Background: an optimization exercise with open tools, aiming at small area. Do not read the settings as production practice. Where RTL was checked, it was by simulation tests only, not by an equivalence proof against the original. No activity file was given, so power comes from the tool's default toggle rates.

==> flow/design.v (excerpt) <==
module rob_top (
  input  wire                    clk,
  input  wire                    rst,
  input  wire                    dispatch_valid,
  input  wire                    dispatch_reg_write_en,
  input  wire [5-1:0]  dispatch_reg_write_addr,
  input  wire [31:0]             dispatch_pc,
  input  wire [4-1:0]       dispatch_exc,
  output logic                   rob_full,
  output logic [3-1:0]  dispatch_tag,
  input  wire                    wb_valid,
  input  wire [3-1:0]   wb_tag,
  input  wire [32-1:0]      wb_data,
  input  wire [4-1:0]       wb_exc,
  output logic                   commit_valid,
  output logic [3-1:0]  commit_tag,
  output logic                   commit_reg_write_en,
  output logic [5-1:0] commit_reg_write_addr,
  output logic [32-1:0]     commit_data,
  output logic [31:0]            commit_pc,
  output logic [4-1:0]      commit_exc,
  output logic                   flush
);
Size in the first run: roughly 170 I/O pins, roughly 21000 µm² of cells after synthesis.
==> module rob_top, before the edit <==
module rob_top (
  input  wire                    clk,
  input  wire                    rst,
  input  wire                    dispatch_valid,
  input  wire                    dispatch_reg_write_en,
  input  wire [5-1:0]  dispatch_reg_write_addr,
  input  wire [31:0]             dispatch_pc,
  input  wire [4-1:0]       dispatch_exc,
  output logic                   rob_full,
  output logic [3-1:0]  dispatch_tag,
  input  wire                    wb_valid,
  input  wire [3-1:0]   wb_tag,
  input  wire [32-1:0]      wb_data,
  input  wire [4-1:0]       wb_exc,
  output logic                   commit_valid,
  output logic [3-1:0]  commit_tag,
  output logic                   commit_reg_write_en,
  output logic [5-1:0] commit_reg_write_addr,
  output logic [32-1:0]     commit_data,
  output logic [31:0]            commit_pc,
  output logic [4-1:0]      commit_exc,
  output logic                   flush
);
  localparam int N  = 8;
  localparam int TW = 3;
  localparam int EW = (1 + 5 + 32);
  localparam int DW = 32;
  logic [TW-1:0]   cptr;      
  logic [TW-1:0]   tail;      
  logic            full;
  logic [N-1:0]    done;
  logic [N*EW-1:0] ent_q;
  logic [N*DW-1:0] data_q;
  logic [4-1:0] rcode;
  logic [TW-1:0]     rtag;
  logic              rdec;
  logic [TW-1:0] head;
  logic [N-1:0]  done_next;   
  assign done_next = {done[0], done[N-1:1]};
  logic          empty;
  logic          retire;
  logic          alloc;
  logic          rv;
  assign head   = cptr + 1'b1;
  assign empty  = (head == tail) && !full;
  assign retire = !empty && done_next[cptr] && !flush;
  assign alloc  = dispatch_valid && !full && !flush;
  assign rv     = |rcode;
  logic wb_older;
  logic wb_take;
  logic al_take;
  assign wb_older = (wb_tag < rtag) ^ (wb_tag <= cptr) ^ (rtag <= cptr);
  assign wb_take  = wb_valid && (|wb_exc) && (!rv || wb_older);
  assign al_take = alloc && (|dispatch_exc) && !rv;
  always_ff @(posedge clk) begin
    if (!rst || flush) begin
      rcode <= '0;
    end else if (wb_take) begin
      rcode <= wb_exc;
    end else if (al_take) begin
      rcode <= dispatch_exc;
    end
  end
  always_ff @(posedge clk) begin
    if (wb_take) begin
      rtag <= wb_tag;
      rdec <= 1'b0;
    end else if (al_take) begin
      rtag <= tail;
      rdec <= 1'b1;
    end
  end
  always_ff @(posedge clk) begin
    if (!rst || flush) begin
      cptr <= TW'(N - 1);
      tail <= '0;
      full <= 1'b0;
    end else begin
      if (retire) cptr <= head;
      if (alloc)  tail <= tail + 1'b1;
      full <= !retire && (full || (alloc && tail == cptr));
    end
  end
  always_ff @(posedge clk) begin
    if (!rst) begin
      commit_valid <= 1'b0;
      flush        <= 1'b0;
    end else begin
      commit_valid <= retire;
      flush        <= retire && rv && (rtag == head);
    end
  end
  for (genvar i = 0; i < N; i++) begin : g_line
    logic tsel;
    logic wsel;
    assign tsel = (tail == TW'(i)) && !full;
    assign wsel = wb_valid && (wb_tag == TW'(i));
    always_ff @(posedge clk) begin
      if (tsel) ent_q[i*EW +: EW] <= {dispatch_reg_write_en, dispatch_reg_write_addr, dispatch_pc};
      if (wsel) data_q[i*DW +: DW] <= wb_data;
      if (tsel || wsel) done[i] <= wsel || (|dispatch_exc);
    end
  end
  logic [EW-1:0] c_ent;
  logic [DW-1:0] c_data;
  logic          dzero;
  assign dzero = flush && rdec;
  always_comb begin
    c_ent  = '0;
    c_data = '0;
    for (int i = 0; i < N; i++) begin
      if (cptr == TW'(i)) begin
        c_ent = c_ent | ent_q[i*EW +: EW];
        if (!dzero) c_data = c_data | data_q[i*DW +: DW];
      end
    end
  end
  assign rob_full     = full;
  assign dispatch_tag = tail;
  assign commit_tag   = cptr;
  assign {commit_reg_write_en, commit_reg_write_addr, commit_pc} = c_ent;
  assign commit_data  = c_data;
  assign commit_exc   = flush ? rcode : '0;
endmodule
Settings: LEC_CHECK=0, CAP_MARGIN=10, CORE_MARGIN=2, CORE_UTILIZATION=65, SLEW_MARGIN=10; clock period 4.0 ns.
standard.sh (not shown) runs the stock make flow with config.mk's settings and CLKGATE_MAP_FILE= SYNTH_SCRIPT=/design/flow/synth_recipe.tcl, a recipe that flattens the netlist after the stock synthesis.
==> flow/flow/run.sh <==
#!/bin/bash
# Layout of the version: the standard flow (standard.sh) with
#  - synthesis mapped by an area-oriented ABC script (flow/my_synth.tcl,
#    flow/area.abc) and without Yosys's adder extraction, so ABC maps all logic,
#  - the smallest buffer (buf_1) on every input and output port,
#  - a clock tree of clkbuf_4 buffers, at most 8 sinks each, without dummy loads.
set -euo pipefail
work=$(pwd)
export FLOW_SYNTH_TCL="$work/synth_recipe.tcl"
export ADDER_MAP_FILE=
sed "s#SYNTH_SCRIPT=[^ ]*#SYNTH_SCRIPT=$work/flow/my_synth.tcl#" standard.sh > my_standard.sh
grep -q "SYNTH_SCRIPT=$work/flow/my_synth.tcl" my_standard.sh
export BUFFER_PORTS_ARGS="-buffer_cell sky130_fd_sc_hd__buf_1"
export CTS_ARGS="-sink_clustering_enable -repair_clock_nets -dont_use_dummy_load -buf_list sky130_fd_sc_hd__clkbuf_4 -sink_clustering_size 8 -sink_clustering_max_diameter 40"
bash my_standard.sh > flow_make.log 2>&1
==> flow/flow/area.abc <==
strash
&get -n
&fraig -x
&put
scorr
dc2
dretime
strash
&get -n
&dch -f
&nf -R 1000
&put
strash
&get -n
&dch -f
&nf -R 1000
&put
==> flow/flow/my_synth.tcl <==
# The standard flow's synthesis (synth_recipe.tcl), with ABC mapping the logic with an
# area-oriented script (area.abc) instead of ORFS's speed script.
set ::area_abc_script [file normalize [file join [file dirname [info script]] area.abc]]
proc abc {args} {
  set i [lsearch -exact $args -script]
  if {$i >= 0} { lset args [expr {$i + 1}] $::area_abc_script }
  yosys abc {*}$args
}
source $::env(FLOW_SYNTH_TCL)
The baseline ran to the end with no violations.
Rerun with:
--- a/flow/design.v
+++ b/flow/design.v
@@ -27,27 +27,32 @@
   localparam int EW = (1 + 5 + 32);
   localparam int DW = 32;
   logic [TW-1:0]   cptr;      
   logic [TW-1:0]   tail;      
   logic            full;
   logic [N-1:0]    done;
+  logic [N-1:0]    csel;      
   logic [N*EW-1:0] ent_q;
   logic [N*DW-1:0] data_q;
   logic [4-1:0] rcode;
   logic [TW-1:0]     rtag;
   logic              rdec;
-  logic [TW-1:0] head;
-  logic [N-1:0]  done_next;   
-  assign done_next = {done[0], done[N-1:1]};
+  logic [N-1:0]  hsel;        
+  assign hsel = {csel[N-2:0], csel[N-1]};
+  always_comb begin
+    cptr = '0;
+    for (int i = 0; i < N; i++) begin
+      if (csel[i]) cptr = cptr | TW'(i);
+    end
+  end
   logic          empty;
   logic          retire;
   logic          alloc;
   logic          rv;
-  assign head   = cptr + 1'b1;
-  assign empty  = (head == tail) && !full;
-  assign retire = !empty && done_next[cptr] && !flush;
+  assign empty  = hsel[tail] && !full;
+  assign retire = !empty && (|(done & hsel)) && !flush;
   assign alloc  = dispatch_valid && !full && !flush;
   assign rv     = |rcode;
   logic wb_older;
   logic wb_take;
   logic al_take;
   assign wb_older = (wb_tag < rtag) ^ (wb_tag <= cptr) ^ (rtag <= cptr);
@@ -70,50 +75,50 @@
       rtag <= tail;
       rdec <= 1'b1;
     end
   end
   always_ff @(posedge clk) begin
     if (!rst || flush) begin
-      cptr <= TW'(N - 1);
+      csel <= N'(1) << (N - 1);
       tail <= '0;
       full <= 1'b0;
     end else begin
-      if (retire) cptr <= head;
+      if (retire) csel <= {csel[N-2:0], csel[N-1]};
       if (alloc)  tail <= tail + 1'b1;
-      full <= !retire && (full || (alloc && tail == cptr));
+      full <= !retire && (full || (alloc && csel[tail]));
     end
   end
   always_ff @(posedge clk) begin
     if (!rst) begin
       commit_valid <= 1'b0;
       flush        <= 1'b0;
     end else begin
       commit_valid <= retire;
-      flush        <= retire && rv && (rtag == head);
+      flush        <= retire && rv && hsel[rtag];
     end
   end
   for (genvar i = 0; i < N; i++) begin : g_line
     logic tsel;
     logic wsel;
     assign tsel = (tail == TW'(i)) && !full;
     assign wsel = wb_valid && (wb_tag == TW'(i));
     always_ff @(posedge clk) begin
       if (tsel) ent_q[i*EW +: EW] <= {dispatch_reg_write_en, dispatch_reg_write_addr, dispatch_pc};
       if (wsel) data_q[i*DW +: DW] <= wb_data;
-      if (tsel || wsel) done[i] <= wsel || (|dispatch_exc);
+      done[i] <= tsel ? (|dispatch_exc) : (done[i] || wsel);
     end
   end
   logic [EW-1:0] c_ent;
   logic [DW-1:0] c_data;
   logic          dzero;
   assign dzero = flush && rdec;
   always_comb begin
     c_ent  = '0;
     c_data = '0;
     for (int i = 0; i < N; i++) begin
-      if (cptr == TW'(i)) begin
+      if (csel[i]) begin
         c_ent = c_ent | ent_q[i*EW +: EW];
         if (!dzero) c_data = c_data | data_q[i*DW +: DW];
       end
     end
   end
   assign rob_full     = full;
Clock power is about the same.
Wire length is higher slightly.
Worst hold slack improves by 0.0095 ns.
Cell area is lower slightly.
Combinational power is lower by about a fifth.
Setup slack improves by 0.24 ns.
Power is about the same.
No functional check of the RTL was part of the first run of this note.

==> what the ideal ports hide <==
The flow's constraints put no driver on any port. The routed layouts listed below were extracted and timed again, unchanged, in two steps. Step 1: set_driving_cell puts a clkbuf_16 on clk and a buf_2 on each other input, an assumption about the parent block. Step 2, shift: input delay + t, output delay - t, t = (earliest + latest rising clock arrival at the registers) / 2. This alone moves slack from input paths to output paths. a / b / c = no drivers / after step 1 / after step 2; a / b = the first two.
run | t (ns) | slack for setup (ns) | worst setup path at the end
the first run | 0.779 | 0.258 / 0.208 / 0.786 | input to register
the second run | 0.738 | 0.502 / 0.454 / 0.688 | input to register
After both steps setup and hold are still met in every run listed.
